Context: an optimization exercise on an open-source flow, tuned for small area and a short achievable clock period. The choices shown serve that exercise and are no tape-out recipe.
Only simulation tests tie the RTL to the original design; equivalence was not proved.
No activity file was given, so power comes from the tool's default toggle rates.

<file path="flow/standard.sh">
#!/bin/bash
# synth_recipe.tcl (not shown) runs the flow's synth.tcl, then flattens the netlist and writes it again
# the make line also repeats each setting of config.mk as NAME=value (left out here)
make -C /OpenROAD-flow-scripts/flow DESIGN_CONFIG=/design/flow/config.mk WORK_HOME=/design/flow/orfs CLKGATE_MAP_FILE= SYNTH_SCRIPT=/design/flow/synth_recipe.tcl "${@:-finish}"
</file>
<file path="flow/flow/run.sh">
#!/bin/bash
set -e
export BUFFER_PORTS_ARGS="-buffer_cell sky130_fd_sc_hd__buf_1"
bash standard.sh > standard_flow.log 2>&1
</file>
<file path="flow/design.v">
package tdc_pkg;
   localparam int N_CH   = 8;
   localparam int INT_W  = 11;
   localparam int FRAC_W = 11;
   localparam int SCALE  = 50;
   localparam int ACC_W  = 16;
   localparam int EV_W   = 20;
   localparam int ACC_SW = 36;
   localparam int OUT_W  = 37;
endpackage
module tdc_add_tree (
   input  logic        clk,
   input  logic [87:0] int_data,
   input  logic [87:0] frac_data,
   input  logic [7:0]  ch_mask,
   input  logic        v3,
   output logic [19:0] ev_o
);
   logic [7:0][10:0] mi, mf;
   for (genvar i = 0; i < 8; i++) begin : g_mask
      assign mi[i] = ~(int_data[11*i +: 11]  & {11{ch_mask[i]}});
      assign mf[i] = ~(frac_data[11*i +: 11] & {11{ch_mask[i]}});
   end
   logic [3:0][13:0] r0i_d, r0f_d, r0i_q, r0f_q;
   csa8to4 u_c0i (.m(mi), .r(r0i_d));
   csa8to4 u_c0f (.m(mf), .r(r0f_d));
   logic [13:0] s1i, c1i, s1f, c1f;
   logic [13:0] s1i_q, c1i_q, s1f_q, c1f_q;
   csa4to2 u_c1i (.r(r0i_q), .s(s1i), .c(c1i));
   csa4to2 u_c1f (.r(r0f_q), .s(s1f), .c(c1f));
   logic [13:0] si_q, sf_q;
   logic [19:0] a3, b3, c3, d3, t3s, t3c, e3s, e3c, e3s_q, e3c_q;
   assign a3  = {1'b0, si_q, 5'd0};
   assign b3  = {2'b0, si_q, 4'd0};
   assign c3  = {5'b0, si_q, 1'b0};
   assign d3  = {6'b0, sf_q};
   assign t3s = a3 ^ b3 ^ c3;
   assign t3c = {((a3[18:0] & b3[18:0]) | (a3[18:0] & c3[18:0]) | (b3[18:0] & c3[18:0])), 1'b0};
   assign e3s = t3s ^ t3c ^ d3;
   assign e3c = {((t3s[18:0] & t3c[18:0]) | (t3s[18:0] & d3[18:0]) | (t3c[18:0] & d3[18:0])), 1'b0};
   logic [19:0] e4_q;
   always_ff @(posedge clk) begin
      r0i_q <= r0i_d;
      r0f_q <= r0f_d;
      s1i_q <= s1i;
      c1i_q <= c1i;
      s1f_q <= s1f;
      c1f_q <= c1f;
      si_q  <= ~(s1i_q + c1i_q + 14'd1);
      sf_q  <= ~(s1f_q + c1f_q + 14'd1);
      e3s_q <= e3s;
      e3c_q <= e3c;
   end
   always_ff @(posedge clk) begin
      e4_q <= v3 ? (e3s_q + e3c_q) : 20'd0;
   end
   assign ev_o = e4_q;
endmodule
module csa8to4 (
   input  logic [7:0][10:0] m,
   output logic [3:0][13:0] r
);
   logic [13:0] x0, x1, x2, x3, x4, x5, x6, x7;
   logic [13:0] sa, ca, sb, cb;
   assign x0 = {3'b111, m[0]};
   assign x1 = {3'b111, m[1]};
   assign x2 = {3'b111, m[2]};
   assign x3 = {3'b111, m[3]};
   assign x4 = {3'b111, m[4]};
   assign x5 = {3'b111, m[5]};
   assign x6 = {3'b111, m[6]};
   assign x7 = {3'b111, m[7]};
   assign sa = x0 ^ x1 ^ x2;
   assign ca = {((x0[12:0] & x1[12:0]) | (x0[12:0] & x2[12:0]) | (x1[12:0] & x2[12:0])), 1'b1};
   assign sb = x3 ^ x4 ^ x5;
   assign cb = {((x3[12:0] & x4[12:0]) | (x3[12:0] & x5[12:0]) | (x4[12:0] & x5[12:0])), 1'b1};
   assign r[0] = sa ^ ca ^ sb;
   assign r[1] = {((sa[12:0] & ca[12:0]) | (sa[12:0] & sb[12:0]) | (ca[12:0] & sb[12:0])), 1'b1};
   assign r[2] = cb ^ x6 ^ x7;
   assign r[3] = {((cb[12:0] & x6[12:0]) | (cb[12:0] & x7[12:0]) | (x6[12:0] & x7[12:0])), 1'b1};
endmodule
module csa4to2 (
   input  logic [3:0][13:0] r,
   output logic [13:0]      s,
   output logic [13:0]      c
);
   logic [13:0] t, u;
   assign t = r[0] ^ r[1] ^ r[2];
   assign u = {((r[0][12:0] & r[1][12:0]) | (r[0][12:0] & r[2][12:0]) | (r[1][12:0] & r[2][12:0])), 1'b1};
   assign s = t ^ u ^ r[3];
   assign c = {((t[12:0] & u[12:0]) | (t[12:0] & r[3][12:0]) | (u[12:0] & r[3][12:0])), 1'b1};
endmodule
module tdc_time_accum (
   input  logic        clk,
   input  logic        rst,
   input  logic [87:0] int_data,
   input  logic [87:0] frac_data,
   input  logic [7:0]  ch_mask,
   input  logic        start,
   input  logic [15:0] acc_len,
   input  logic        acc_clear,
   output logic [36:0] out_sum,
   output logic [15:0] out_cnt,
   output logic        out_dval,
   output logic        busy
);
   logic [4:0]       vld_q;
   logic [4:0][15:0] len_q;
   logic             le1_q;     
   logic [19:0]      ev;        
   tdc_add_tree u_tree (
      .clk       (clk),
      .int_data  (int_data),
      .frac_data (frac_data),
      .ch_mask   (ch_mask),
      .v3        (vld_q[3]),
      .ev_o      (ev)
   );
   always_ff @(posedge clk or posedge rst) begin
      if (rst) begin
         vld_q <= '0;
      end else begin
         vld_q <= {vld_q[3:0], start};
      end
   end
   always_ff @(posedge clk) begin
      len_q <= {len_q[3:0], acc_len};
      le1_q <= (len_q[3][15:1] == 15'd0);
   end
   logic        acc_st_q;    
   logic        acc_st_d;
   logic [35:0] acc_q;
   logic [15:0] rem_q;       
   logic [15:0] blen_q;      
   logic [35:0] sum_q;
   logic [15:0] ocnt_q;
   logic        dval_q;
   logic        busy_q;
   logic [35:0] add;
   logic        last, finish, done;
   assign add    = acc_q + 36'(ev);
   assign last   = (rem_q == 16'd2);
   assign finish = acc_st_q ? last : le1_q;
   assign done   = vld_q[4] & finish & ~acc_clear;
   always_comb begin
      acc_st_d = acc_st_q;
      if (acc_clear) begin
         acc_st_d = 1'b0;
      end else if (vld_q[4]) begin
         acc_st_d = ~finish;
      end
   end
   always_ff @(posedge clk or posedge rst) begin
      if (rst) begin
         acc_st_q <= 1'b0;
         sum_q    <= '0;
         ocnt_q   <= '0;
         dval_q   <= 1'b0;
         busy_q   <= 1'b0;
      end else begin
         acc_st_q <= acc_st_d;
         if (done) begin
            sum_q  <= add;
            ocnt_q <= acc_st_q ? blen_q : 16'd1;
         end
         dval_q <= done;
         busy_q <= acc_st_d | start | (|vld_q[3:0]);
      end
   end
   always_ff @(posedge clk) begin
      acc_q <= (~acc_clear & (vld_q[4] ? ~finish : acc_st_q)) ? add : 36'd0;
      if (vld_q[4]) begin
         rem_q <= acc_st_q ? rem_q - 16'd1 : len_q[4];
      end
      if (vld_q[4] & ~acc_st_q) begin
         blen_q <= len_q[4];
      end
   end
   assign out_sum  = {1'b0, sum_q};
   assign out_cnt  = ocnt_q;
   assign out_dval = dval_q;
   assign busy     = busy_q;
endmodule
module tdc_time_accum_top (
   input  logic         clk,
   input  logic         rst,
   input  logic [87:0]  int_data,
   input  logic [87:0]  frac_data,
   input  logic [7:0]   ch_mask,
   input  logic         start,
   input  logic [15:0]  acc_len,
   input  logic         acc_clear,
   output logic [36:0]  out_sum,
   output logic [15:0]  out_cnt,
   output logic         out_dval,
   output logic         busy
);
   tdc_time_accum u_accum (
      .clk       (clk),
      .rst       (rst),
      .int_data  (int_data),
      .frac_data (frac_data),
      .ch_mask   (ch_mask),
      .start     (start),
      .acc_len   (acc_len),
      .acc_clear (acc_clear),
      .out_sum   (out_sum),
      .out_cnt   (out_cnt),
      .out_dval  (out_dval),
      .busy      (busy)
   );
endmodule
</file>
<file path="flow/constraint.sdc">
create_clock -name core_clock -period 4.0 [get_ports {clk}]
set_input_delay 0.8000 -clock core_clock [delete_from_list [all_inputs] [get_ports {clk}]]
set_output_delay 0.8000 -clock core_clock [all_outputs]
set_load 0.01 [all_outputs]
</file>
<file path="flow/config.mk">
export PLATFORM = sky130hd
export DESIGN_NAME = tdc_time_accum_top
export DESIGN_NICKNAME = tdc_time_accum_top
export VERILOG_FILES = /design/flow/design.v
export SDC_FILE = /design/flow/constraint.sdc
export NUM_CORES = 4
export LEC_CHECK = 0
export ABC_AREA = 1
export ABC_CLOCK_PERIOD_IN_PS = 2000
export CAP_MARGIN = 20
export CORE_MARGIN = 2
export CORE_UTILIZATION = 40
export CTS_BUF_LIST = sky130_fd_sc_hd__clkbuf_8 sky130_fd_sc_hd__clkbuf_16
export CTS_CLUSTER_DIAMETER = 80
export CTS_CLUSTER_SIZE = 20
export PLACE_DENSITY = 0.6
export SETUP_SLACK_MARGIN = 1.8
export SLEW_MARGIN = 20
</file>
==> summary.md, run 1 <==
| Metric | Value |
|---|---|
| Reg-to-Reg End | `u_accum.sum_q[14]` |
| Post-Synthesis Cells | `1928` |
| First drt pass iteration count | `5` |
| Commonest non-fill, non-tap cell in the layout | `nand2_1` |
| Worst R2R Path Depth | `8` |
| Final instance area | `21400 um2` |
| Post-Syn Area | `18900 um2` |
| Worst-path clk slew | `0.09 ns` |
| Share of the synthesized area in the top cell type | `36.3%` |
| Syn nets | `2363` |
| Worst slew margin | `47.9%` |
| Starting density of the core | `40.6%` |
| PD cells | `633 nW/um2` |
| Worst-margin pin slew | `0.780 ns` |
| Clk Latency, worst-skew pair | `0.58 ns` |
| CTS tree | `built` |
| Most frequent cells in the layout | `nand2_1, dfxtp_1, inv_1` |
| MaxCap Viol Count | `0` |
| Peak Freq | `467 MHz` |
| Final net count | `2627` |
| Count of final setup violators | `0` |
| Fill count | `4438` |
| Post-DP Area | `20500 um2` |
| Largest net degree at the start of global routing | `91` |
| Hold crit path type | `in -> reg` |
| #FFs+latches synth | `434` |
| Estimated wirelength of the detail-placed design | `32000 um` |
| RSZ-0062 raised after global routing | `yes` |
| Area Overhead vs Synth | `13.4%` |
| Worst EP required | `4.45 ns` |
| Proportion of layout cells with a drive suffix above 1 | `4.17%` |
| Hold Buf Count CTS | `0` |
| Final GP Congestion | `0.901` |
| IO Port Bufs | `257` |
| WL/cell | `14.3 um` |
| Number of H-tree levels | `1` |
| Top-Level Pins | `259` |
| Vias in the first global route | `12900` |
| DR iter-0 viols | `745` |
| Final ANT Viol Nets | `0` |
| Final hold violations | `0` |
| Core area | `46600 um2` |
| Worst flop-to-flop path startpoint | `u_accum.acc_q[0]` |
| Detailed Route WL | `40100 um` |
| Final worst path period share | `53.6%` |
| Run status | `timing/DRC/antenna clean` |
| Fin. max-slew vios | `0` |
| Element type at the critical path end | `flip-flop` |
| DRC viols | `0` |
| Total Power | `13.6 mW` |
| Arrival time of the worst setup path | `2.59 ns` |
| Setup crit end | `u_accum.sum_q[14]` |
| Die H | `221 um` |
| Vias | `13000` |
| Total Die Area | `49000 um2` |
| Num CTS Buffers | `27` |
| Sequential-to-total area share from yosys stat | `49.3%` |
| Gr ovfl total | `0` |
| Gr usage total | `16.1%` |
| Ranking of synthesized cells by area | `dfxtp_1, fa_1, nand2_1` |
| Initial antenna violation count | `0` |
| Worst vdd rail ir drop | `0.000354 V` |
| R2R Setup Slk | `1.86 ns` |
| Mapped Avg Cell Area | `9.79 um2` |
| Setup TNS | `0 ns` |
| YS warnings | `2` |
| Antenna Cells | `0` |
| Critical path startpoint | `u_accum.acc_q[0]` |
| Number of distinct library cells after synthesis | `42` |
| Clk root buf | `clkbuf_16` |
| Row Count | `79` |
| Crit path launch type | `flip-flop` |
| Clk_skew | `0.0235 ns` |
| Tmin final | `2.14 ns` |
| Wire length of the first global-routing pass | `64500 um` |
| CTS sink cnt | `434` |
| Die span in x | `221 um` |
| Vias per cell | `4.62` |
| Leak | `9.67 nW` |
| Clock Tree Buf Depth | `3` |
| Largest fanout on the critical path | `3` |
| Crit Path Category | `reg -> reg` |
| Largest area contributor in the netlist | `dfxtp_1` |
[metrics by stage]
| step | hold slack [ns] | setup slack [ns] | cells | util (%) |
|---|---|---|---|---|
| 4_1_cts | 0.287 | 1.79 | 2809 | 45.8 |
| 2_1_floorplan | 0.310 | 1.80 | 1928 | - |
| 5_1_grt | 0.282 | 1.78 | 2812 | 46.0 |
| 3_5_place_dp | 0.312 | 1.51 | 2767 | 44.1 |
| 3_3_place_gp | 0.310 | 1.54 | 2767 | 44.1 |
| 6_report | 0.316 | 1.86 | 2812 | 46.0 |
[routing by layer]
layer  GRT usage, %  part of all wire (%)
met5              0                     0
met4           3.44                   1.6
met3           2.30                   5.4
met2           27.5                    48
met1           21.6                    45
[flip-flops by register name (all words and copies together) (netlist names)]
| name | count |
|---|---|
| u_accum.u_tree.c1i_q | 11 |
| u_accum.rem_q | 16 |
| u_accum.le1_q | 1 |
| u_accum.u_tree.r0f_q | 46 |
| u_accum.u_tree.r0i_q | 46 |
| u_accum.acc_q | 36 |
| u_accum.acc_st_q | 1 |
| u_accum.u_tree.e3c_q | 18 |
| u_accum.vld_q | 5 |
| u_accum.u_tree.e3s_q | 19 |
| u_accum.u_tree.s1f_q | 13 |
| u_accum.u_tree.s1i_q | 13 |
| u_accum.ocnt_q | 16 |
| u_accum.u_tree.e4_q | 20 |
| u_accum.sum_q | 36 |
| u_accum.u_tree.c1f_q | 11 |
| u_accum.len_q | 80 |
| u_accum.dval_q | 1 |
| u_accum.u_tree.sf_q | 14 |
| u_accum.u_tree.si_q | 14 |
| u_accum.busy_q | 1 |
| u_accum.blen_q | 16 |
[how the worst min path moves through the flow]
stage / start / endpoint / cells after the start / slack [ns]
3_3_place_gp: u_accum.len_q[48] / u_accum.len_q[64] / 0 / 0.31
3_5_place_dp: u_accum.len_q[3] / u_accum.len_q[19] / 0 / 0.31
5_1_grt: acc_len[12] / u_accum.len_q[12] / 1 / 0.28
4_1_cts: acc_len[12] / u_accum.len_q[12] / 1 / 0.29
6_report: acc_len[12] / u_accum.len_q[12] / 1 / 0.32
2_1_floorplan: u_accum.len_q[0] / u_accum.len_q[16] / 0 / 0.31
[cell type report]
| class | count | area (um2) | share of cell area, % |
|---|---|---|---|
| clock buffers | 27 | 676 | 3.16 |
| clock inverters | 15 | 106 | 0.497 |
| inverters | 256 | 970 | 4.53 |
| multi-input cells | 1203 | 8510 | 39.7 |
| flip-flops and latches | 434 | 9310 | 43.5 |
| well taps | 607 | 759 | 3.55 |
| repair buffers | 270 | 1080 | 5.04 |
[worst max-delay path, cell delays in order (launching register included)]
cell     delay [ns]
dfxtp_1        0.31
ha_1           0.23
fa_2           0.36
nand3_1        0.14
nor2_1         0.09
nor2_1         0.22
o21ai_1        0.18
xnor2_1        0.39
o21ai_1        0.10
[kinds of logic (layout without fill, tap and decap cells)]
kind of cell	count (synthesis)	count (layout)	synth area share, %
AO/OA/AOI/OAI	189	189	5.43
XOR/XNOR	39	39	1.81
adder cells (fa/ha/maj)	231	231	21.3
buffers and inverters	293	568	6.06
flip-flops	434	434	49.3
other	1	1	0.0199
AND/OR/NAND/NOR	741	743	16.1
[cells in the mapped netlist, drive strengths merged]
| master | n |
|---|---|
| buf | 13 |
| nand3 | 58 |
| a211oi | 1 |
| a21oi | 75 |
| nand4 | 13 |
| nor3b | 1 |
| nand2b | 1 |
| nor2 | 132 |
| o21ai | 82 |
| conb | 1 |
| o31ai | 6 |
| nor3 | 19 |
| a21o | 7 |
| xor2 | 25 |
| edfxtp | 32 |
| xnor2 | 14 |
| nand3b | 4 |
| ha | 80 |
| o21bai | 6 |
| nand2 | 501 |
| dfrtp | 60 |
| inv | 256 |
| clkbuf | 24 |
| nor4 | 6 |
| a31oi | 12 |
| and2 | 2 |
| fa | 151 |
| or2 | 4 |
| dfxtp | 342 |
[timing repair]
action	CTS	global route
setup endpoints to repair	36	48
cloned	0	2
pin swaps	0	2
setup buffers	0	1
resized for setup	5	12
[report_power, final]
group / total [mW] / switching [mW] / internal [mW]
registers: 5.92 / 0.481 / 5.44
clock network: 2.67 / 1.42 / 1.25
logic: 4.96 / 3.01 / 1.96
==> run 2: changes to the inputs <==
--- a/flow/config.mk
+++ b/flow/config.mk
@@ -14,5 +14,5 @@
 export CTS_CLUSTER_DIAMETER = 80
 export CTS_CLUSTER_SIZE = 20
 export PLACE_DENSITY = 0.6
-export SETUP_SLACK_MARGIN = 1.8
+export SETUP_SLACK_MARGIN = 2.15
 export SLEW_MARGIN = 20
==> summary.md, run 2 <==
| Metric | Value |
|---|---|
| Hold Buf Count CTS | `0` |
| Worst-path clk slew | `0.08 ns` |
| Share of the synthesized area in the top cell type | `36.3%` |
| IO Port Bufs | `257` |
| Ranking of synthesized cells by area | `dfxtp_1, fa_1, nand2_1` |
| Largest net degree at the start of global routing | `41` |
| Die span in x | `221 um` |
| Crit path launch type | `flip-flop` |
| DRC viols | `0` |
| Worst flop-to-flop path startpoint | `u_accum.u_tree.e4_q[12]` |
| Final net count | `2708` |
| WHS Endpoint | `u_accum.len_q[40]` |
| #FFs+latches synth | `434` |
| Gr usage total | `17.1%` |
| Clk_skew | `0.0165 ns` |
| Tmin final | `1.94 ns` |
| Vias per cell | `4.68` |
| Final worst path period share | `48.6%` |
| Reg-to-Reg End | `u_accum.sum_q[31]` |
| Sequential-to-total area share from yosys stat | `49.3%` |
| Number of distinct library cells after synthesis | `42` |
| Clk root buf | `clkbuf_16` |
| Fin. max-slew vios | `0` |
| Total Die Area | `49000 um2` |
| RSZ-0062 raised after global routing | `yes` |
| Critical-path cell list | `buf_2` |
| Arrival time of the worst setup path | `1.14 ns` |
| Int Power | `9.41 mW` |
| Pre-CTS WS | `1.01 ns` |
| Area Overhead vs Synth | `26.1%` |
| Vias | `13600` |
| Switching share of power | `36.7%` |
| Worst slew margin | `42.7%` |
| Worst EP required | `3.20 ns` |
| Setup ws final | `2.06 ns` |
| Estimated wirelength of the detail-placed design | `32200 um` |
| Wire length of the first global-routing pass | `68900 um` |
| WHS Path Cells | `0` |
| Proportion of layout cells with a drive suffix above 1 | `21.0%` |
| Post-Synthesis Cells | `1928` |
| CTS tree | `built` |
| Sw Pwr | `5.46 mW` |
| Crit path max-delay family | `flip-flops` |
| Setup TNS | `0 ns` |
| Worst vdd rail ir drop | `0.000415 V` |
| Final ANT Viol Nets | `0` |
| Total Power | `14.9 mW` |
| Antenna Cells | `0` |
| Top-Level Pins | `259` |
| YS warnings | `2` |
| Core area | `46600 um2` |
| Slowest stage cell on the critical path | `dfrtp_1` |
| Peak Freq | `514 MHz` |
| Gr ovfl total | `0` |
| Largest area contributor in the netlist | `dfxtp_1` |
| Most frequent cell after synthesis | `nand2_1` |
| Hold crit path type | `reg -> reg` |
| Element type at the critical path end | `primary output` |
| Run status | `timing/DRC/antenna clean` |
| PD cells | `625 nW/um2` |
| Final hold violations | `0` |
| Syn nets | `2363` |
| Vias in the first global route | `14000` |
| Biggest regs | `u_accum.len_q x80, u_accum.u_tree.r0f_q x46, u_accum.u_tree.r0i_q x46` |
| WL/cell | `15.3 um` |
| DR iter-0 viols | `602` |
| CTS sink cnt | `434` |
| CP peak stage delay | `0.42 ns` |
| Post-Syn Area | `18900 um2` |
| Combinational fraction of design power | `40.3%` |
| Final core utilization | `51.1%` |
| Top reg by flops | `u_accum.len_q` |
| Clk Latency, worst-skew pair | `0.57 ns` |
| Max FFs per register | `80` |
| Final GP Congestion | `0.874` |
| MaxCap Viol Count | `0` |
| Clock Tree Buf Depth | `3` |
| Most frequent cells after synthesis | `nand2_1, dfxtp_1, inv_1, fa_1, nor2_1` |
| Die H | `221 um` |
| Starting density of the core | `40.6%` |
| Num CTS Buffers | `28` |
| Sequential share of power | `40.6%` |
| Commonest non-fill, non-tap cell in the layout | `nand2_1` |
| Leak | `10.8 nW` |
| Asr flop ratio synth | `13.8%` |
| CP Buf/Inv Count | `1` |
| Detailed Route WL | `44400 um` |
| Largest fanout on the critical path | `2` |
| Crit Path Category | `reg -> out` |
| Clock network fraction of total power | `19.2%` |
| First drt pass iteration count | `5` |
| Most frequent cells in the layout | `nand2_1, dfxtp_1, inv_1` |
| R2R Setup Slk | `2.11 ns` |
| Number of enable flip-flop cells after synthesis | `32` |
| Hold_sp | `u_accum.len_q[24]` |
| Worst R2R Path Depth | `12` |
| Worst-margin pin slew | `0.858 ns` |
| Ys flop type | `dfxtp_1` |
| Row Count | `79` |
| Count of final setup violators | `0` |
| Mapped Avg Cell Area | `9.79 um2` |
| Initial antenna violation count | `0` |
| Number of H-tree levels | `1` |
==> run 2: cell count changes in the layout (fill, tap and decap cells not counted), sizes merged <==
cell | before | now
clkbuf | 27 | 72
nand2 | 503 | 504
inv | 267 | 265
buf | 270 | 306
clkinv | 3 | 4
bufinv | 0 | 1
==> run 2: kinds of logic after synthesis <==
group	count (synthesis)	synth area share [%]
AOI/OAI and AO/OA	189	5.43
xor gates and xnor gates	39	1.81
adders and majority gates	231	21.3
buffers and inverters	293	6.06
DFF	434	49.3
other	1	0.0199
and+or+nand+nor	741	16.1
==> run 2: worst max-delay path by stage <==
stage	depth (start not counted)	slack, ns	start	end
floorplan	6	1.84	ch_mask[3]	u_accum.u_tree.r0i_q[3]
global placement	7	1.03	ch_mask[3]	u_accum.u_tree.r0f_q[5]
detailed placement	7	1.01	ch_mask[3]	u_accum.u_tree.r0f_q[7]
CTS	1	2.02	u_accum.ocnt_q[2]	out_cnt[2]
global route	1	2.02	u_accum.ocnt_q[2]	out_cnt[2]
finish	1	2.06	u_accum.ocnt_q[2]	out_cnt[2]
==> run 2: cell type report <==
type | instances | area [um2]
clock buffers | 29 | 714
clock inverters | 15 | 145
fillers | 4216 | 22700
inverters | 256 | 977
multi-input cells | 1204 | 9820
flip-flops and latches | 434 | 9340
well taps | 607 | 759
repair buffers | 349 | 2050
==> run 2: stage by stage <==
step                instance area [um2]  hold slack (ns)  cells
global route                      23800            0.292   2894
floorplan                         19300            0.310   1928
finish                            23800            0.317   2894
CTS                               22500            0.286   2843
detailed placement                20800            0.312   2766
global placement                  20800            0.313   2766
==> run 2: what timing repair did <==
| item | 4_1_cts | 5_1_grt |
|---|---|---|
| setup buffers | 30 | 44 |
| pin swaps | 30 | 41 |
| gates cloned | 3 | 7 |
| gates resized for setup | 140 | 212 |
| endpoints found under the setup margin | 217 | 164 |
==> run 2: power by group through the flow <==
stage	Sequential, mW	Combinational, mW	Clock, mW
5_1_grt	6.15	6.86	3.12
2_1_floorplan	5.88	3.75	0
4_1_cts	6.03	5.39	2.96
3_5_place_dp	6.05	4.94	0
3_3_place_gp	6.04	4.86	0
6_report	6.03	5.99	2.85
==> run 2: worst register-to-register path, cell delays in order (launching register included) <==
cell	delay, ns
dfxtp_1	0.33
ha_4	0.32
nand2_1	0.08
inv_2	0.12
nand2_4	0.08
nor3_2	0.24
nand3_2	0.14
nand3_2	0.12
nand2_1	0.06
nand2_1	0.07
nand2_1	0.05
nand2_1	0.11
nand2_1	0.06
==> run 2: metal layers <==
metal	global-route usage, %	wire length (um)	vias up
met2	30.0	22100	328
li1	-	-	6696
met4	4.98	1180	0
met5	0	0	-
met3	2.23	1940	71
met1	22.0	19200	6462
==> run 3: changes to the inputs <==
--- a/flow/config.mk
+++ b/flow/config.mk
@@ -14,5 +14,5 @@
 export CTS_CLUSTER_DIAMETER = 80
 export CTS_CLUSTER_SIZE = 20
 export PLACE_DENSITY = 0.6
-export SETUP_SLACK_MARGIN = 2.15
+export SETUP_SLACK_MARGIN = 2.0
 export SLEW_MARGIN = 20
==> summary.md, run 3 <==
| Metric | Value |
|---|---|
| Biggest regs | `u_accum.len_q x80, u_accum.u_tree.r0f_q x46, u_accum.u_tree.r0i_q x46` |
| Detailed Route WL | `41200 um` |
| Share of the synthesized area in the top cell type | `36.3%` |
| Mapped Avg Cell Area | `9.79 um2` |
| Compound-Gate Fraction of Synth Area | `5.43%` |
| Most frequent cell after synthesis | `nand2_1` |
| Number of distinct library cells after synthesis | `42` |
| Final core utilization | `47.5%` |
| Post-Syn Area | `18900 um2` |
| Int Power | `8.94 mW` |
| CP Buf/Inv Count | `1` |
| MaxCap Viol Count | `0` |
| Post-Synth Simple-Gate Area | `16.1%` |
| CP peak stage delay | `0.60 ns` |
| Arrival time of the worst setup path | `2.44 ns` |
| Post-Synthesis Cells | `1928` |
| Vias per cell | `4.64` |
| Worst-margin pin slew | `0.807 ns` |
| Slowest stage cell on the critical path | `fa_2` |
| Top reg by flops | `u_accum.len_q` |
| Syn nets | `2363` |
| Die span in x | `221 um` |
| Adder-cell share of the synthesized area | `21.3%` |
| Worst-path clk slew | `0.08 ns` |
| Final ANT Viol Nets | `0` |
| DR iter-0 viols | `624` |
| Clock network fraction of total power | `20.4%` |
| CTS sink cnt | `434` |
| Worst EP required | `4.47 ns` |
| Initial antenna violation count | `0` |
| Largest fanout on the critical path | `22` |
| Tmin final | `1.98 ns` |
| Sequential share of power | `42.3%` |
| Most frequent cells in the layout | `nand2_1, dfxtp_1, buf_1` |
| YS warnings | `2` |
| Total Die Area | `49000 um2` |
| Clk Latency, worst-skew pair | `0.59 ns` |
| Top-Level Pins | `259` |
| Antenna Cells | `0` |
| IO Port Bufs | `257` |
| Run status | `timing/DRC/antenna clean` |
| Core area | `46600 um2` |
| #FFs+latches synth | `434` |
| Final net count | `2641` |
| Estimated wirelength of the detail-placed design | `32200 um` |
| DRC viols | `0` |
| Crit Path Category | `in -> reg` |
| Starting density of the core | `40.6%` |
| Clk_skew | `0.0255 ns` |
| Main combinational cell family by area after synthesis | `adder cells` |
| Proportion of layout cells with a drive suffix above 1 | `9.99%` |
| Worst slew margin | `46.1%` |
| Area Overhead vs Synth | `17.0%` |
| RSZ-0062 raised after global routing | `yes` |
| Final hold violations | `0` |
| Die H | `221 um` |
| Final GP Congestion | `0.915` |
| Asr flop ratio synth | `13.8%` |
| Row Count | `79` |
| PD cells | `638 nW/um2` |
| Hold crit path type | `in -> reg` |
| Commonest non-fill, non-tap cell in the layout | `nand2_1` |
| Fill count | `4384` |
| Combinational fraction of design power | `37.3%` |
| Largest area contributor in the netlist | `dfxtp_1` |
| Count of final setup violators | `0` |
| First drt pass iteration count | `5` |
| Ranking of synthesized cells by area | `dfxtp_1, fa_1, nand2_1` |
| Fin. max-slew vios | `0` |
| Sequential-to-total area share from yosys stat | `49.3%` |
| Number of enable flip-flop cells after synthesis | `32` |
| Most frequent cells after synthesis | `nand2_1, dfxtp_1, inv_1, fa_1, nor2_1` |
| Mux contribution to synthesized area | `0%` |
| Switching share of power | `36.6%` |
| Number of H-tree levels | `1` |
| Num CTS Buffers | `29` |
| Clk root buf | `clkbuf_16` |
| Worst vdd rail ir drop | `0.000375 V` |
| Hold Buf Count CTS | `0` |
| Sw Pwr | `5.16 mW` |
| Pre-CTS WS | `1.02 ns` |
| WL/cell | `14.6 um` |
| Max FFs per register | `80` |
| Ys flop type | `dfxtp_1` |
| Leak | `9.88 nW` |
| Most used cell along the critical path | `fa_2` |
| Largest net degree at the start of global routing | `60` |
| CTS tree | `built` |
| Element type at the critical path end | `flip-flop` |
| Vias | `13100` |
| Xor/xnor share of the synthesized area | `1.81%` |
| Critical-path cell list | `buf_4 > nand2_1 > fa_2 > fa_2` |
| Crit path launch type | `primary input` |
| Wire length of the first global-routing pass | `66100 um` |
| Clock Tree Buf Depth | `3` |
| Crit path max-delay family | `adder cells` |
| Gr ovfl total | `0` |
| Peak Freq | `506 MHz` |
| Final worst path period share | `49.4%` |
| Setup TNS | `0 ns` |
| Total Power | `14.1 mW` |
| Vias in the first global route | `13300` |
| Gr usage total | `16.3%` |
| Setup ws final | `2.02 ns` |
## run 3: cell count changes in the layout (fill, tap and decap cells not counted), sizes merged
cell,previous run,this run
buf,306,281
bufinv,1,0
clkbuf,72,30
clkinv,4,3
clkinvlp,1,2
inv,265,269
nand2,504,503
## run 3: power by group through the flow
stage          Combinational [mW]  Clock [mW]  Sequential [mW]
2_1_floorplan                3.74           0             5.88
3_3_place_gp                 4.87           0             6.04
3_5_place_dp                 5.00           0             6.05
4_1_cts                      5.07        2.99             5.95
5_1_grt                      6.14        3.14             6.07
6_report                     5.27        2.88             5.96
## run 3: path summary, 6_finish.rpt
check                                  startpoint  slack (ns)  cells after the start                 endpoint
max                                    ch_mask[3]        2.02                      4  u_accum.u_tree.r0f_q[9]
min                                    acc_len[0]        0.32                      1         u_accum.len_q[0]
max reg2reg                u_accum.u_tree.e4_q[0]        2.06                      9         u_accum.sum_q[8]
min reg2reg                     u_accum.len_q[37]        0.32                      0        u_accum.len_q[53]
max in group asynchronous                     rst        2.81                      3        u_accum.sum_q[15]
min in group asynchronous                     rst        0.35                      2       u_accum.ocnt_q[10]
## run 3: cell families (layout without fill, tap and decap cells)
| kind of cell | Yosys count | count (layout) |
|---|---|---|
| xor+xnor | 39 | 39 |
| other cells | 1 | 1 |
| flops | 434 | 434 |
| compound gates | 189 | 189 |
| simple gates | 741 | 743 |
| buf+inv | 293 | 585 |
| fa+ha+maj | 231 | 231 |
## run 3: worst register-to-register path: stages (launching register included)
cell and delay, ns:
dfxtp_2 0.34, ha_4 0.16, fa_2 0.41, nand3_2 0.12, nand3_2 0.10, nand2_2 0.09, nand2_4 0.06, buf_4 0.14
xnor2_1 0.26, o21ai_0 0.14
## run 3: timing repair
action | 4_1_cts | 5_1_grt
endpoints found under the hold margin | 0 | 0
setup buffers | 5 | 10
cloned | 0 | 2
pin swaps | 2 | 19
resized for setup | 14 | 82
setup endpoints to repair | 154 | 57
## run 3: final cells by class
type | count | area (um2) | share of cell area [%]
clock buffer | 29 | 726 | 3.28
clock inverter | 18 | 149 | 0.674
inverter | 256 | 967 | 4.38
multi-input combinational | 1203 | 8990 | 40.7
sequential | 434 | 9320 | 42.2
tap | 607 | 759 | 3.44
timing repair buffer | 282 | 1190 | 5.39
## run 3: through the flow
step	hold WS [ns]	instance area (um2)	std cells
3_5_place_dp	0.312	20700	2765
5_1_grt	0.285	22100	2829
4_1_cts	0.281	21600	2817
6_report	0.318	22100	2829
3_3_place_gp	0.310	20700	2765
2_1_floorplan	0.310	19200	1928
## run 3: routing by layer
layer / vias up / GRT usage (%) / wire [um] / part of all wire (%)
met2: 335 / 29.1 / 20400 / 49
met4: 0 / 3.53 / 630 / 1.5
li1: 6552 / - / - / -
met3: 46 / 2.27 / 2010 / 4.9
met5: - / 0 / 0 / 0
met1: 6194 / 21.1 / 18200 / 44
==> run 4: changes to the inputs <==
--- a/flow/config.mk
+++ b/flow/config.mk
@@ -9,10 +9,10 @@
 export ABC_CLOCK_PERIOD_IN_PS = 2000
 export CAP_MARGIN = 20
 export CORE_MARGIN = 2
-export CORE_UTILIZATION = 40
+export CORE_UTILIZATION = 55
 export CTS_BUF_LIST = sky130_fd_sc_hd__clkbuf_8 sky130_fd_sc_hd__clkbuf_16
-export CTS_CLUSTER_DIAMETER = 80
-export CTS_CLUSTER_SIZE = 20
-export PLACE_DENSITY = 0.6
+export CTS_CLUSTER_DIAMETER = 100
+export CTS_CLUSTER_SIZE = 25
+export PLACE_DENSITY = 0.7
 export SETUP_SLACK_MARGIN = 2.0
 export SLEW_MARGIN = 20
==> summary.md, run 4 <==
| Metric | Value |
|---|---|
| Final net count | `2626` |
| WL/cell | `15.1 um` |
| Number of H-tree levels | `1` |
| Slowest stage cell on the critical path | `fa_2` |
| RSZ-0062 raised after global routing | `yes` |
| Final core utilization | `64.4%` |
| Number of distinct library cells after synthesis | `42` |
| Die H | `189 um` |
| Xor/xnor share of the synthesized area | `1.81%` |
| YS warnings | `2` |
| Clk Latency, worst-skew pair | `0.54 ns` |
| Total Power | `13.6 mW` |
| Largest area contributor in the netlist | `dfxtp_1` |
| Core area | `33700 um2` |
| Initial antenna violation count | `0` |
| Worst-path clk slew | `0.09 ns` |
| Wire length of the first global-routing pass | `63300 um` |
| Largest net degree at the start of global routing | `58` |
| Post-Synth Simple-Gate Area | `16.1%` |
| Main combinational cell family by area after synthesis | `adder cells` |
| Largest fanout on the critical path | `4` |
| Setup TNS | `0 ns` |
| Fin. max-slew vios | `0` |
| Worst vdd rail ir drop | `0.000381 V` |
| DR iter-0 viols | `593` |
| Sequential-to-total area share from yosys stat | `49.3%` |
| Ranking of synthesized cells by area | `dfxtp_1, fa_1, nand2_1` |
| Critical-path cell list | `ha_2 > fa_2 > nand3_4 > nand3_4 > nand2_4 > nand2_4 > buf_4 > xnor2_1 > o21ai_0` |
| Proportion of layout cells with a drive suffix above 1 | `9.37%` |
| Row Count | `67` |
| Vias | `13100` |
| Most frequent cell after synthesis | `nand2_1` |
| Ys flop type | `dfxtp_1` |
| Top-Level Pins | `259` |
| Number of enable flip-flop cells after synthesis | `32` |
| Estimated wirelength of the detail-placed design | `31400 um` |
| Final ANT Viol Nets | `0` |
| Arrival time of the worst setup path | `2.38 ns` |
| Clk root buf | `clkbuf_16` |
| Max FFs per register | `80` |
| Element type at the critical path end | `flip-flop` |
| MaxCap Viol Count | `0` |
| Asr flop ratio synth | `13.8%` |
| Worst EP required | `4.41 ns` |
| Most frequent cells in the layout | `nand2_1, dfxtp_1, buf_1` |
| Crit Path Category | `reg -> reg` |
| Gr usage total | `22.0%` |
| Hold Buf Count CTS | `0` |
| Mux contribution to synthesized area | `0%` |
| Area Overhead vs Synth | `15.0%` |
| Hold crit path type | `reg -> reg` |
| Crit path launch type | `flip-flop` |
| Run status | `timing/DRC/antenna clean` |
| Detailed Route WL | `40000 um` |
| Num CTS Buffers | `21` |
| Final GP Congestion | `0.913` |
| Share of the synthesized area in the top cell type | `36.3%` |
| First drt pass iteration count | `5` |
| IO Port Bufs | `257` |
| Syn nets | `2363` |
| Worst Hold Margin | `0.328 ns` |
| Die span in x | `189 um` |
| CTS sink cnt | `434` |
| Final worst path period share | `49.3%` |
| Antenna Cells | `0` |
| Mapped Avg Cell Area | `9.79 um2` |
| Final hold violations | `0` |
| Starting density of the core | `56.0%` |
| Vias in the first global route | `13100` |
| Adder-cell share of the synthesized area | `21.3%` |
| Total Die Area | `35800 um2` |
| Commonest non-fill, non-tap cell in the layout | `nand2_1` |
| Worst-margin pin slew | `0.734 ns` |
| Clk_skew | `0.0113 ns` |
| Clock Tree Buf Depth | `3` |
| Top reg by flops | `u_accum.len_q` |
| Worst slew margin | `51.0%` |
| Peak Freq | `507 MHz` |
| Compound-Gate Fraction of Synth Area | `5.43%` |
| Vias per cell | `4.93` |
| Count of final setup violators | `0` |
| Biggest regs | `u_accum.len_q x80, u_accum.u_tree.r0f_q x46, u_accum.u_tree.r0i_q x46` |
| #FFs+latches synth | `434` |
| DRC viols | `0` |
| Leak | `9.71 nW` |
| Gr ovfl total | `0` |
| Tmin final | `1.97 ns` |
| PD cells | `625 nW/um2` |
| CP peak stage delay | `0.39 ns` |
| Post-Syn Area | `18900 um2` |
| Post-Synthesis Cells | `1928` |
| CTS tree | `built` |
| Most frequent cells after synthesis | `nand2_1, dfxtp_1, inv_1, fa_1, nor2_1` |
[run 4: layer usage]
metal | global-route usage, % | part of all wire, % | vias up
li1 | - | - | 6509
met1 | 27.7 | 43 | 6108
met2 | 39.7 | 50 | 368
met3 | 2.22 | 4.3 | 73
met4 | 7.42 | 3.3 | 0
met5 | 0 | 0 | -
[run 4: final timing paths]
| kind | slack [ns] | depth (start not counted) | startpoint | end |
|---|---|---|---|---|
| max in group asynchronous | 2.81 | 3 | rst | u_accum.sum_q[22] |
| setup / recovery | 2.03 | 9 | u_accum.acc_q[0] | u_accum.sum_q[8] |
| setup reg to reg | 2.03 | 9 | u_accum.acc_q[0] | u_accum.sum_q[8] |
| min in group asynchronous | 0.36 | 2 | rst | u_accum.ocnt_q[10] |
| hold reg to reg | 0.33 | 0 | u_accum.len_q[42] | u_accum.len_q[58] |
| hold / removal | 0.33 | 0 | u_accum.len_q[42] | u_accum.len_q[58] |
[run 4: worst max-delay path, delay by kind of cell, from the launching register on]
family / cells / cell delay, ns
flops: 1 / 0.31
compound gates: 1 / 0.14
buf+inv: 1 / 0.15
fa+ha+maj: 2 / 0.59
simple gates: 4 / 0.39
xor+xnor: 1 / 0.29
[run 4: layout make-up]
type	count	area, um2
clock buffer	21	526
multi-input combinational	1202	9120
sequential	434	9320
tap	448	561
fill	2811	12000
inverter	256	970
clock inverter	9	55.1
timing repair buffer	276	1160
[run 4: through the flow]
stage          instance area, um2  std cells  worst slack, ns
5_1_grt                     21700       2646             1.94
3_3_place_gp                20500       2607             1.17
2_1_floorplan               19200       1928             1.84
4_1_cts                     21200       2640             2.00
6_report                    21700       2646             2.03
3_5_place_dp                20500       2607             1.08
[run 4: what timing repair did]
item | in CTS | in global routing
cloned | 0 | 2
setup buffers | 3 | 4
setup endpoints to repair | 135 | 66
pin swaps | 4 | 14
resized for setup | 26 | 84
[run 4: kinds of logic after synthesis]
logic type | count (synthesis)
other | 1
flip-flops | 434
AND/OR/NAND/NOR | 741
adder cells (fa/ha/maj) | 231
buffers and inverters | 293
XOR/XNOR | 39
AO/OA/AOI/OAI | 189
[run 4: power breakdown]
group,leakage [nW],switching (mW),internal [mW]
logic,5.42,3.12,2.17
clock network,0.302,1.31,0.967
registers,3.99,0.540,5.44
total,9.71,4.97,8.58
==> run 5: changes to the inputs <==
--- a/flow/config.mk
+++ b/flow/config.mk
@@ -9,10 +9,10 @@
 export ABC_CLOCK_PERIOD_IN_PS = 2000
 export CAP_MARGIN = 20
 export CORE_MARGIN = 2
-export CORE_UTILIZATION = 55
+export CORE_UTILIZATION = 40
 export CTS_BUF_LIST = sky130_fd_sc_hd__clkbuf_8 sky130_fd_sc_hd__clkbuf_16
 export CTS_CLUSTER_DIAMETER = 100
 export CTS_CLUSTER_SIZE = 25
-export PLACE_DENSITY = 0.7
-export SETUP_SLACK_MARGIN = 2.0
+export PLACE_DENSITY = 0.6
+export SETUP_SLACK_MARGIN = 2.05
 export SLEW_MARGIN = 20
==> summary.md, run 5 <==
| Metric | Value |
|---|---|
| Worst-path clk slew | `0.10 ns` |
| YS warnings | `2` |
| Final net count | `2669` |
| WL/cell | `14.6 um` |
| Most frequent cell after synthesis | `nand2_1` |
| RSZ-0062 raised after global routing | `yes` |
| Biggest regs | `u_accum.len_q x80, u_accum.u_tree.r0f_q x46, u_accum.u_tree.r0i_q x46` |
| Antenna Cells | `0` |
| Die span in x | `221 um` |
| Proportion of layout cells with a drive suffix above 1 | `13.8%` |
| Row Count | `79` |
| Leak | `10.1 nW` |
| Arrival time of the worst setup path | `1.15 ns` |
| Final core utilization | `48.4%` |
| Crit path max-delay family | `flip-flops` |
| Tmin final | `1.95 ns` |
| Worst R2R Path Depth | `11` |
| Slowest stage cell on the critical path | `dfrtp_1` |
| Fill count | `4384` |
| Top-Level Pins | `259` |
| Max FFs per register | `80` |
| CTS sink cnt | `434` |
| Setup TNS | `0 ns` |
| Vias | `13200` |
| Clk_skew | `0.0188 ns` |
| Crit Path Category | `reg -> out` |
| Largest fanout on the critical path | `2` |
| Gr ovfl total | `0` |
| WHS Path Cells | `0` |
| Total Die Area | `49000 um2` |
| Multi-input gate area | `9270 um2` |
| Worst flop-to-flop path startpoint | `u_accum.vld_q[4]` |
| Hold crit path type | `reg -> reg` |
| Gr usage total | `16.4%` |
| Final ANT Viol Nets | `0` |
| Most frequent cells in the layout | `nand2_1, dfxtp_1, inv_1` |
| #FFs+latches synth | `434` |
| Sequential-to-total area share from yosys stat | `49.3%` |
| Critical-path cell list | `buf_2` |
| Fin. max-slew vios | `0` |
| Num CTS Buffers | `22` |
| Post-Syn Area | `18900 um2` |
| Largest area contributor in the netlist | `dfxtp_1` |
| Number of distinct library cells after synthesis | `42` |
| Asr flop ratio synth | `13.8%` |
| Clk Latency, worst-skew pair | `0.56 ns` |
| Most frequent cells after synthesis | `nand2_1, dfxtp_1, inv_1, fa_1, nor2_1` |
| Hold_sp | `u_accum.len_q[42]` |
| Vias in the first global route | `13400` |
| Clk root buf | `clkbuf_16` |
| PD cells | `620 nW/um2` |
| Clock Tree Buf Depth | `3` |
| Core area | `46600 um2` |
| Ranking of synthesized cells by area | `dfxtp_1, fa_1, nand2_1` |
| Final hold violations | `0` |
| DR iter-0 viols | `605` |
| CTS tree | `built` |
| Wire length of the first global-routing pass | `66700 um` |
| WHS Endpoint | `u_accum.len_q[58]` |
| First drt pass iteration count | `6` |
| Top reg by flops | `u_accum.len_q` |
| Number of H-tree levels | `1` |
| Vias per cell | `4.62` |
| Crit path launch type | `flip-flop` |
| IO Port Bufs | `257` |
| Ys flop type | `dfxtp_1` |
| Starting density of the core | `40.6%` |
| Detailed Route WL | `41600 um` |
| Reg-to-Reg End | `u_accum.sum_q[28]` |
| Area Overhead vs Synth | `19.3%` |
| Register Area | `9320 um2` |
| DRC viols | `0` |
| Worst vdd rail ir drop | `0.000450 V` |
| Worst EP required | `3.20 ns` |
| Syn nets | `2363` |
| Number of enable flip-flop cells after synthesis | `32` |
| Final worst path period share | `48.7%` |
| Initial antenna violation count | `1` |
| Hold Buf Count CTS | `0` |
| Largest net degree at the start of global routing | `38` |
| Final GP Congestion | `0.878` |
| Mapped Avg Cell Area | `9.79 um2` |
| Commonest non-fill, non-tap cell in the layout | `nand2_1` |
| R2R Setup Slk | `2.07 ns` |
| Worst slew margin | `47.4%` |
| CP peak stage delay | `0.43 ns` |
| Die H | `221 um` |
| Element type at the critical path end | `primary output` |
| Post-Synthesis Cells | `1928` |
| Worst-margin pin slew | `0.788 ns` |
| MaxCap Viol Count | `0` |
| Count of final setup violators | `0` |
| Estimated wirelength of the detail-placed design | `32100 um` |
| CP Buf/Inv Count | `1` |
| Peak Freq | `514 MHz` |
| Share of the synthesized area in the top cell type | `36.3%` |
| Run status | `timing/DRC/antenna clean` |
## run 5: cell counts after synthesis
No cell type changed its count.
## run 5: final cells by class
cell class | instances | share of cell area, %
flip-flops and latches | 434 | 41.4
multi-input cells | 1204 | 41.1
repair buffers | 316 | 6.97
inverters | 256 | 4.32
well taps | 607 | 3.37
clock buffers | 22 | 2.44
clock inverters | 11 | 0.405
## run 5: per-stage QoR
stage	instance area, um2	total power [mW]	instances	hold slack [ns]	setup slack [ns]
after detailed placement	20700	11.1	2768	0.312	1.07
final	22500	14.0	2850	0.323	2.05
after global routing	22500	15.2	2850	0.287	1.98
after floorplan	19300	9.62	1928	0.310	1.84
after CTS	21600	13.6	2813	0.290	1.99
after global placement	20700	10.9	2768	0.310	1.10
## run 5: cell families after synthesis
group | share of synthesized area [%]
simple gates | 16.1
compound gates | 5.43
buf+inv | 6.06
flops | 49.3
other cells | 0.0199
fa+ha+maj | 21.3
xor+xnor | 1.81
## run 5: power by group
group / switching, mW / internal (mW)
clock: 1.38 / 1.03
sequential: 0.545 / 5.44
combinational: 3.23 / 2.33
## run 5: repair_timing
item                       CTS  global route
pin swaps                    6            26
setup buffers               11            32
setup endpoints to repair  152            92
resized for setup           42           139
gates cloned                 1             5
## run 5: worst max path at each step
stage | start | to | slack, ns | cells after the start
2_1_floorplan | ch_mask[3] | u_accum.u_tree.r0i_q[3] | 1.84 | 6
3_3_place_gp | ch_mask[3] | u_accum.u_tree.r0f_q[3] | 1.10 | 7
3_5_place_dp | ch_mask[3] | u_accum.u_tree.r0f_q[4] | 1.07 | 7
4_1_cts | u_accum.sum_q[34] | out_sum[34] | 1.99 | 1
5_1_grt | u_accum.sum_q[34] | out_sum[34] | 1.98 | 1
6_report | u_accum.sum_q[34] | out_sum[34] | 2.05 | 1
## run 5: layer usage
metal | wire, um | GRT usage (%)
met3 | 1800 | 2.20
met5 | 0 | 0
met1 | 18300 | 21.2
met2 | 21000 | 29.6
met4 | 537 | 2.90
==> run 6: changes to the inputs <==
--- a/flow/config.mk
+++ b/flow/config.mk
@@ -14,5 +14,5 @@
 export CTS_CLUSTER_DIAMETER = 100
 export CTS_CLUSTER_SIZE = 25
 export PLACE_DENSITY = 0.6
-export SETUP_SLACK_MARGIN = 2.05
+export SETUP_SLACK_MARGIN = 1.95
 export SLEW_MARGIN = 20
==> summary.md, run 6 <==
| Metric | Value |
|---|---|
| Run status | `timing/DRC/antenna clean` |
| Worst vdd rail ir drop | `0.000367 V` |
| Clock Tree Buf Depth | `3` |
| Worst EP required | `4.49 ns` |
| Final net count | `2629` |
| Post-Synthesis Cells | `1928` |
| Most frequent cells after synthesis | `nand2_1, dfxtp_1, inv_1, fa_1, nor2_1` |
| Biggest regs | `u_accum.len_q x80, u_accum.u_tree.r0f_q x46, u_accum.u_tree.r0i_q x46` |
| Multi-input gate area | `8810 um2` |
| Most frequent cells in the layout | `nand2_1, dfxtp_1, buf_1` |
| First drt pass iteration count | `7` |
| Combinational fraction of design power | `38.5%` |
| Element type at the critical path end | `flip-flop` |
| Tmin final | `2.01 ns` |
| Hold Buf Count CTS | `0` |
| Sequential share of power | `44.4%` |
| Most frequent cell after synthesis | `nand2_1` |
| DR iter-0 viols | `729` |
| Largest fanout on the critical path | `12` |
| Leak | `9.66 nW` |
| Vias in the first global route | `13000` |
| Final instance area | `21600 um2` |
| Slowest stage cell on the critical path | `fa_1` |
| Largest net degree at the start of global routing | `59` |
| Top reg by flops | `u_accum.len_q` |
| Int Power | `8.49 mW` |
| Number of H-tree levels | `1` |
| Register Area | `9320 um2` |
| CTS sink cnt | `434` |
| Asr flop ratio synth | `13.8%` |
| Post-Syn Area | `18900 um2` |
| Total Die Area | `49000 um2` |
| Largest area contributor in the netlist | `dfxtp_1` |
| Worst-path clk slew | `0.09 ns` |
| Crit path launch type | `primary input` |
| Sequential-to-total area share from yosys stat | `49.3%` |
| Worst-margin pin slew | `0.819 ns` |
| DRC viols | `0` |
| Die span in x | `221 um` |
| Proportion of layout cells with a drive suffix above 1 | `7.58%` |
| Vias | `12900` |
| Num CTS Buffers | `21` |
| Area Overhead vs Synth | `14.2%` |
| YS warnings | `2` |
| Crit Path Category | `in -> reg` |
| Core area | `46600 um2` |
| Hold crit path type | `reg -> reg` |
| Arrival time of the worst setup path | `2.50 ns` |
| Sw Pwr | `4.88 mW` |
| Switching share of power | `36.5%` |
| Clk root buf | `clkbuf_16` |
| Commonest non-fill, non-tap cell in the layout | `nand2_1` |
| Ranking of synthesized cells by area | `dfxtp_1, fa_1, nand2_1` |
| IO Port Bufs | `257` |
| Mapped Avg Cell Area | `9.79 um2` |
| Vias per cell | `4.58` |
| RSZ-0062 raised after global routing | `yes` |
| Final worst path period share | `50.3%` |
| Antenna Cells | `0` |
| MaxCap Viol Count | `0` |
| Share of the synthesized area in the top cell type | `36.3%` |
| CTS tree | `built` |
| PD cells | `620 nW/um2` |
| Critical-path cell list | `clkbuf_4 > buf_4 > nand2_4 > inv_2 > fa_1 > inv_1 > fa_2` |
| Count of final setup violators | `0` |
| Top-Level Pins | `259` |
| Die H | `221 um` |
| Fill count | `4400` |
| Post-DP Area | `20600 um2` |
| CP peak stage delay | `0.53 ns` |
| Wire length of the first global-routing pass | `64100 um` |
| Clock network fraction of total power | `17.1%` |
| WL/cell | `14.2 um` |
| Final ANT Viol Nets | `0` |
| Estimated wirelength of the detail-placed design | `31700 um` |
| Clk Latency, worst-skew pair | `0.55 ns` |
| Peak Freq | `497 MHz` |
| Clk_skew | `0.0126 ns` |
| Starting density of the core | `40.6%` |
| #FFs+latches synth | `434` |
| Initial antenna violation count | `1` |
| Max FFs per register | `80` |
| Ys flop type | `dfxtp_1` |
| Final hold violations | `0` |
| Detailed Route WL | `39800 um` |
| Setup TNS | `0 ns` |
| Gr usage total | `15.9%` |
| Number of enable flip-flop cells after synthesis | `32` |
| Gr ovfl total | `0` |
| Row Count | `79` |
| Fin. max-slew vios | `0` |
| Worst slew margin | `45.3%` |
| Syn nets | `2363` |
| Number of distinct library cells after synthesis | `42` |
| Final GP Congestion | `0.900` |
run 6: routing by layer:
| metal | GRT usage [%] | up-vias | share of wire, % |
|---|---|---|---|
| li1 | - | 6520 | - |
| met1 | 20.6 | 6019 | 45 |
| met2 | 28.1 | 293 | 49 |
| met3 | 1.93 | 47 | 4.3 |
| met4 | 3.92 | 0 | 2.0 |
| met5 | 0 | - | 0 |
run 6: cell type report:
cell class,count,share of cell area (%)
multi-input cells,1203,40.8
clock inverters,10,0.244
repair buffers,278,5.28
well taps,607,3.52
flip-flops and latches,434,43.2
clock buffers,21,2.44
inverters,256,4.50
run 6: kinds of logic (layout without fill, tap and decap cells):
group	after synthesis	after routing	synth area share [%]
AND/OR/NAND/NOR	741	743	16.1
flip-flops	434	434	49.3
AO/OA/AOI/OAI	189	189	5.43
other	1	1	0.0199
buffers and inverters	293	565	6.06
adder cells (fa/ha/maj)	231	231	21.3
XOR/XNOR	39	39	1.81
run 6: what timing repair did:
action | 4_1_cts | 5_1_grt
setup endpoints to repair | 100 | 56
buffers inserted | 3 | 6
pin swaps | 1 | 6
gates resized for setup | 16 | 47
cloned | 0 | 2
endpoints found under the hold margin | 0 | 0
run 6: per-stage QoR:
| stage | setup slack, ns | utilization (%) | power (mW) | instances | hold WS, ns |
|---|---|---|---|---|---|
| 2_1_floorplan | 1.84 | - | 9.62 | 1928 | 0.310 |
| 3_3_place_gp | 1.34 | 44.4 | 10.9 | 2767 | 0.310 |
| 3_5_place_dp | 1.24 | 44.4 | 11.0 | 2767 | 0.312 |
| 4_1_cts | 1.96 | 45.8 | 13.4 | 2801 | 0.307 |
| 5_1_grt | 1.92 | 46.3 | 14.6 | 2809 | 0.306 |
| 6_report | 1.99 | 46.3 | 13.4 | 2809 | 0.330 |
run 6: power by group through the flow:
stage                     sequential (mW)  combinational (mW)  clock [mW]
after floorplan                      5.88                3.74           0
after global placement               6.04                4.85           0
after detailed placement             6.05                4.97           0
after CTS                            5.95                5.04        2.40
after global routing                 6.05                6.00        2.54
final                                5.94                5.14        2.29
run 6: final timing paths:
kind                       depth (start not counted)  slack (ns)                       to         startpoint
max                                                7        1.99  u_accum.u_tree.r0f_q[2]         ch_mask[3]
min                                                0        0.33        u_accum.len_q[43]  u_accum.len_q[27]
max reg2reg                                       10        2.08        u_accum.sum_q[21]   u_accum.acc_q[2]
min reg2reg                                        0        0.33        u_accum.len_q[43]  u_accum.len_q[27]
max in group asynchronous                          3        2.82        u_accum.sum_q[29]                rst
min in group asynchronous                          2        0.37        u_accum.ocnt_q[0]                rst
run 6: worst max-delay path, delay by kind of cell:
| kind | cells | cell delay (ns) |
|---|---|---|
| buffers and inverters | 4 | 0.58 |
| adder cells (fa/ha/maj) | 2 | 1.05 |
| AND/OR/NAND/NOR | 1 | 0.07 |
==> run 7: changes to the inputs <==
--- a/flow/config.mk
+++ b/flow/config.mk
@@ -14,5 +14,6 @@
 export CTS_CLUSTER_DIAMETER = 100
 export CTS_CLUSTER_SIZE = 25
 export PLACE_DENSITY = 0.6
-export SETUP_SLACK_MARGIN = 1.95
+export SETUP_SLACK_MARGIN = 2.0
 export SLEW_MARGIN = 20
+export TNS_END_PERCENT = 5
==> summary.md, run 7 <==
| Metric | Value |
|---|---|
| Peak Freq | `503 MHz` |
| DRC viols | `0` |
| Final hold violations | `0` |
| Vias in the first global route | `13400` |
| Worst flop-to-flop path startpoint | `u_accum.acc_q[16]` |
| Worst Hold Margin | `0.323 ns` |
| Pre-CTS WS | `0.925 ns` |
| Hold Buf Count CTS | `0` |
| Vias | `13000` |
| Leak | `9.76 nW` |
| Proportion of layout cells with a drive suffix above 1 | `7.90%` |
| CP peak stage delay | `0.40 ns` |
| Slowest stage cell on the critical path | `ha_2` |
| Compound-Gate Fraction of Synth Area | `5.43%` |
| RSZ-0062 raised after global routing | `yes` |
| Fill count | `4412` |
| Largest fanout on the critical path | `4` |
| Biggest regs | `u_accum.len_q x80, u_accum.u_tree.r0f_q x46, u_accum.u_tree.r0i_q x46` |
| Count of final setup violators | `0` |
| Worst-path clk slew | `0.11 ns` |
| Initial antenna violation count | `0` |
| Post-Synth Simple-Gate Area | `16.1%` |
| Share of the synthesized area in the top cell type | `36.3%` |
| #FFs+latches synth | `434` |
| Row Count | `79` |
| CP Buf/Inv Count | `2` |
| Most frequent cells in the layout | `nand2_1, dfxtp_1, inv_1, buf_1, fa_1` |
| Clk Latency, worst-skew pair | `0.56 ns` |
| Worst EP required | `4.46 ns` |
| Ys flop type | `dfxtp_1` |
| DR iter-0 viols | `695` |
| PD cells | `628 nW/um2` |
| Number of distinct library cells after synthesis | `42` |
| Crit path max-delay family | `simple AND/OR/NAND/NOR gates` |
| Critical-path cell list | `ha_2 > nand2_1 > inv_1 > nand2_1 > nor2_1 > nand4_1 > nand3_2 > buf_4 > xor2_2 > o21ai_1` |
| Crit path launch type | `flip-flop` |
| Wire length of the first global-routing pass | `65800 um` |
| Total Die Area | `49000 um2` |
| Final worst path period share | `49.7%` |
| Area Overhead vs Synth | `15.8%` |
| Clock Tree Buf Depth | `3` |
| First drt pass iteration count | `5` |
| Most frequent cells after synthesis | `nand2_1, dfxtp_1, inv_1, fa_1, nor2_1` |
| Hold crit path type | `reg -> reg` |
| Most frequent cell after synthesis | `nand2_1` |
| Main combinational cell family by area after synthesis | `adder cells` |
| Final instance area | `21900 um2` |
| Ranking of synthesized cells by area | `dfxtp_1, fa_1, nand2_1` |
| Num CTS Buffers | `22` |
| Most used cell along the critical path | `nand2_1` |
| Die H | `221 um` |
| Detailed Route WL | `41500 um` |
| Final ANT Viol Nets | `0` |
| CTS tree | `built` |
| Gr usage total | `16.4%` |
| Asr flop ratio synth | `13.8%` |
| Register Area | `9310 um2` |
| R2R Setup Slk | `2.01 ns` |
| Largest net degree at the start of global routing | `58` |
| Setup ws final | `2.01 ns` |
| Xor/xnor share of the synthesized area | `1.81%` |
| MaxCap Viol Count | `0` |
| Element type at the critical path end | `flip-flop` |
| Final core utilization | `47.0%` |
| Tmin final | `1.99 ns` |
| Gr ovfl total | `0` |
| Estimated wirelength of the detail-placed design | `32400 um` |
| Sequential-to-total area share from yosys stat | `49.3%` |
| Worst slew margin | `38.4%` |
| Top reg by flops | `u_accum.len_q` |
| YS warnings | `2` |
| Crit Path Category | `reg -> reg` |
| Vias per cell | `4.61` |
| Max FFs per register | `80` |
| Arrival time of the worst setup path | `2.44 ns` |
| Post-Syn Area | `18900 um2` |
| Clk_skew | `0.0255 ns` |
| Die span in x | `221 um` |
| Worst vdd rail ir drop | `0.000364 V` |
| Syn nets | `2363` |
| Run status | `timing/DRC/antenna clean` |
| IO Port Bufs | `257` |
| WL/cell | `14.7 um` |
| Fin. max-slew vios | `0` |
| Hold_sp | `u_accum.len_q[11]` |
| Core area | `46600 um2` |
| Clk root buf | `clkbuf_16` |
| Starting density of the core | `40.6%` |
| Largest area contributor in the netlist | `dfxtp_1` |
| Worst-margin pin slew | `0.923 ns` |
| Mux contribution to synthesized area | `0%` |
| CTS sink cnt | `434` |
| Multi-input gate area | `8850 um2` |
| Number of enable flip-flop cells after synthesis | `32` |
| Post-DP Area | `20500 um2` |
| Post-Synthesis Cells | `1928` |
| Commonest non-fill, non-tap cell in the layout | `nand2_1` |
| Setup TNS | `0 ns` |
| Adder-cell share of the synthesized area | `21.3%` |
| Critical path startpoint | `u_accum.acc_q[16]` |
| Antenna Cells | `0` |
| Final GP Congestion | `0.908` |
| Number of H-tree levels | `1` |
| Top-Level Pins | `259` |
| Final net count | `2640` |
| Mapped Avg Cell Area | `9.79 um2` |
-- run 7: cell counts after synthesis --
No cell type changed its count.
-- run 7: where the power goes --
part,switching (mW),internal [mW]
Combinational,3.14,2.13
Sequential,0.504,5.44
Clock,1.39,1.13
-- run 7: what timing repair did --
action                     CTS  global route
buffers inserted             2            15
pin swaps                    6             6
setup endpoints to repair  148            92
gates resized for setup     36            77
gates cloned                 1             3
-- run 7: metal layers --
layer,GRT usage [%],up-vias,share of wire [%]
li1,-,6540,-
met1,21.0,6061,45
met2,28.6,344,48
met3,2.63,55,5.0
met4,4.55,0,2.3
met5,0,-,0
-- run 7: worst paths after layout --
check                      cells past startpoint                 end
hold / removal                                 0   u_accum.len_q[27]
setup reg to reg                              10   u_accum.sum_q[19]
hold reg to reg                                0   u_accum.len_q[27]
min in group asynchronous                      2  u_accum.ocnt_q[13]
setup / recovery                              10   u_accum.sum_q[19]
max in group asynchronous                      3    u_accum.sum_q[6]
-- run 7: cell families (layout without fill, tap and decap cells) --
logic type,after synthesis,after routing
simple gates,741,743
flops,434,434
buf+inv,293,577
other cells,1,1
fa+ha+maj,231,231
xor+xnor,39,39
compound gates,189,189
-- run 7: worst register-to-register path, cell delays in order (launching register included) --
cell	delay (ns)
dfxtp_2	0.36
ha_2	0.40
nand2_1	0.09
inv_1	0.08
nand2_1	0.10
nor2_1	0.14
nand4_1	0.12
nand3_2	0.15
buf_4	0.14
xor2_2	0.23
o21ai_1	0.08
-- run 7: final cells by class --
type | instances | share of cell area [%]
clock buffers | 23 | 2.63
clock inverters | 10 | 0.446
inverters | 256 | 4.46
multi-input cells | 1203 | 40.5
flip-flops and latches | 434 | 42.6
well taps | 607 | 3.47
repair buffers | 288 | 5.92
-- run 7: metrics by stage --
| stage | cells | total power, mW |
|---|---|---|
| after global routing | 2821 | 14.9 |
| after global placement | 2767 | 10.9 |
| after floorplan | 1928 | 9.59 |
| final | 2821 | 13.7 |
| after detailed placement | 2767 | 11.0 |
| after CTS | 2803 | 13.6 |
==> run 8: changes to the inputs <==
--- a/flow/config.mk
+++ b/flow/config.mk
@@ -16,4 +16,4 @@
 export PLACE_DENSITY = 0.6
 export SETUP_SLACK_MARGIN = 2.0
 export SLEW_MARGIN = 20
-export TNS_END_PERCENT = 5
+export TNS_END_PERCENT = 20
==> summary.md, run 8 <==
| Metric | Value |
|---|---|
| Hold crit path type | `reg -> reg` |
| Ys flop type | `dfxtp_1` |
| Largest fanout on the critical path | `4` |
| Top reg by flops | `u_accum.len_q` |
| IO Port Bufs | `257` |
| Crit path max-delay family | `simple AND/OR/NAND/NOR gates` |
| CTS tree | `built` |
| Sequential-to-total area share from yosys stat | `49.3%` |
| Leak | `9.82 nW` |
| Syn nets | `2363` |
| Top-Level Pins | `259` |
| R2R Setup Slk | `2.03 ns` |
| MaxCap Viol Count | `0` |
| Gr usage total | `16.4%` |
| RSZ-0062 raised after global routing | `yes` |
| Most used cell along the critical path | `nand3_4` |
| Total Die Area | `49000 um2` |
| Proportion of layout cells with a drive suffix above 1 | `8.51%` |
| Starting density of the core | `40.6%` |
| Largest area contributor in the netlist | `dfxtp_1` |
| Gr ovfl total | `0` |
| Final hold violations | `0` |
| Worst-path clk slew | `0.10 ns` |
| Most frequent cells after synthesis | `nand2_1, dfxtp_1, inv_1, fa_1, nor2_1` |
| Die span in x | `221 um` |
| Arrival time of the worst setup path | `2.42 ns` |
| PD cells | `629 nW/um2` |
| Worst R2R Path Depth | `10` |
| Int Power | `8.79 mW` |
| Row Count | `79` |
| Element type at the critical path end | `flip-flop` |
| WHS Path Cells | `0` |
| Worst-margin pin slew | `0.938 ns` |
| Sw Pwr | `5.09 mW` |
| Vias per cell | `4.62` |
| Clock network fraction of total power | `18.2%` |
| Initial antenna violation count | `0` |
| Asr flop ratio synth | `13.8%` |
| Estimated wirelength of the detail-placed design | `32400 um` |
| Share of the synthesized area in the top cell type | `36.3%` |
| Fin. max-slew vios | `0` |
| Setup TNS | `0 ns` |
| First drt pass iteration count | `5` |
| Reg-to-Reg End | `u_accum.acc_q[16]` |
| Vias in the first global route | `13400` |
| Sequential share of power | `43.0%` |
| Die H | `221 um` |
| CP Buf/Inv Count | `0` |
| Most frequent cell after synthesis | `nand2_1` |
| Count of final setup violators | `0` |
| Number of enable flip-flop cells after synthesis | `32` |
| Crit path launch type | `flip-flop` |
| #FFs+latches synth | `434` |
| Run status | `timing/DRC/antenna clean` |
| Switching share of power | `36.7%` |
| Number of H-tree levels | `1` |
| Crit Path Category | `reg -> reg` |
| Post-Synthesis Cells | `1928` |
| Critical-path cell list | `ha_2 > fa_2 > nand3_4 > nand3_4 > nand2_2 > nand2_4 > nand3_2 > nand3_4 > xor2_4 > and2_1` |
| Clock Tree Buf Depth | `3` |
| Tmin final | `1.97 ns` |
| Ranking of synthesized cells by area | `dfxtp_1, fa_1, nand2_1` |
| Max FFs per register | `80` |
| Final ANT Viol Nets | `0` |
| Hold_sp | `u_accum.len_q[11]` |
| Most frequent cells in the layout | `nand2_1, dfxtp_1, inv_1, buf_1, fa_1` |
| YS warnings | `2` |
| Worst slew margin | `37.3%` |
| Worst EP required | `4.45 ns` |
| Core area | `46600 um2` |
| Hold Buf Count CTS | `0` |
==> run 8: changes by cell type in the layout (fill, tap and decap cells not counted), sizes merged <==
cell / previous run / this run
clkbuf: 26 / 25
buf: 285 / 291
nand2: 503 / 504
==> run 8: logic make-up (layout without fill, tap and decap cells) <==
group | after synthesis | count (layout) | share of synthesized area (%)
AOI/OAI and AO/OA | 189 | 189 | 5.43
xor gates and xnor gates | 39 | 39 | 1.81
adders and majority gates | 231 | 231 | 21.3
buffers and inverters | 293 | 582 | 6.06
DFF | 434 | 434 | 49.3
other | 1 | 1 | 0.0199
and+or+nand+nor | 741 | 744 | 16.1
==> run 8: area by class of cell <==
cell class	count	area share, %
Timing Repair Buffer	293	6.00
Sequential cell	434	42.3
Multi-Input combinational cell	1204	40.8
Inverter	256	4.42
Clock inverter	10	0.443
Tap cell	607	3.45
Clock buffer	23	2.61
==> run 8: how the worst max path moves through the flow <==
stage / cells past startpoint / slack, ns / start / to
2_1_floorplan: 4 / 1.74 / ch_mask[0] / u_accum.u_tree.r0f_q[10]
6_report: 10 / 2.03 / u_accum.acc_q[0] / u_accum.acc_q[16]
5_1_grt: 15 / 1.93 / u_accum.acc_q[3] / u_accum.sum_q[26]
4_1_cts: 10 / 1.95 / u_accum.acc_q[0] / u_accum.acc_q[16]
3_3_place_gp: 7 / 0.96 / ch_mask[4] / u_accum.u_tree.r0f_q[2]
3_5_place_dp: 7 / 0.92 / ch_mask[4] / u_accum.u_tree.r0f_q[1]
==> run 8: repair_timing <==
item	CTS	global route
resized for setup	39	94
pin swaps	6	9
buffers inserted	2	19
cloned	1	5
setup endpoints to repair	148	88
==> run 8: through the flow <==
step | instance area (um2) | worst slack, ns | utilization (%) | total power [mW] | instances
2_1_floorplan | 18900 | 1.74 | - | 9.59 | 1928
3_3_place_gp | 20500 | 0.959 | 44.1 | 10.9 | 2767
3_5_place_dp | 20500 | 0.925 | 44.1 | 11.0 | 2767
4_1_cts | 21400 | 1.95 | 45.9 | 13.6 | 2803
5_1_grt | 22000 | 1.93 | 47.3 | 15.0 | 2827
6_report | 22000 | 2.03 | 47.3 | 13.9 | 2827
==> run 8: power groups by stage <==
stage	clock network, mW	logic (mW)	registers [mW]
floorplan	0	3.71	5.88
global placement	0	4.89	6.03
detailed placement	0	4.97	6.04
CTS	2.61	5.06	5.94
global route	2.76	6.20	6.08
finish	2.52	5.38	5.97
==> run 8: per-layer routing <==
metal | vias up | GRT usage [%] | routed length (um)
met4 | 0 | 4.55 | 947
met5 | - | 0 | 0
met3 | 56 | 2.63 | 2090
li1 | 6560 | - | -
met2 | 344 | 28.6 | 20000
met1 | 6114 | 21.0 | 18900

Re-timed with assumed drivers on the ports (clkbuf_16 on the clock, buf_2 on other inputs), run 8 has 2.018 ns of setup slack against 2.029 ns with ideal ports, and 1.489 ns once port delays also move by the mid clock arrival of 0.597 ns.
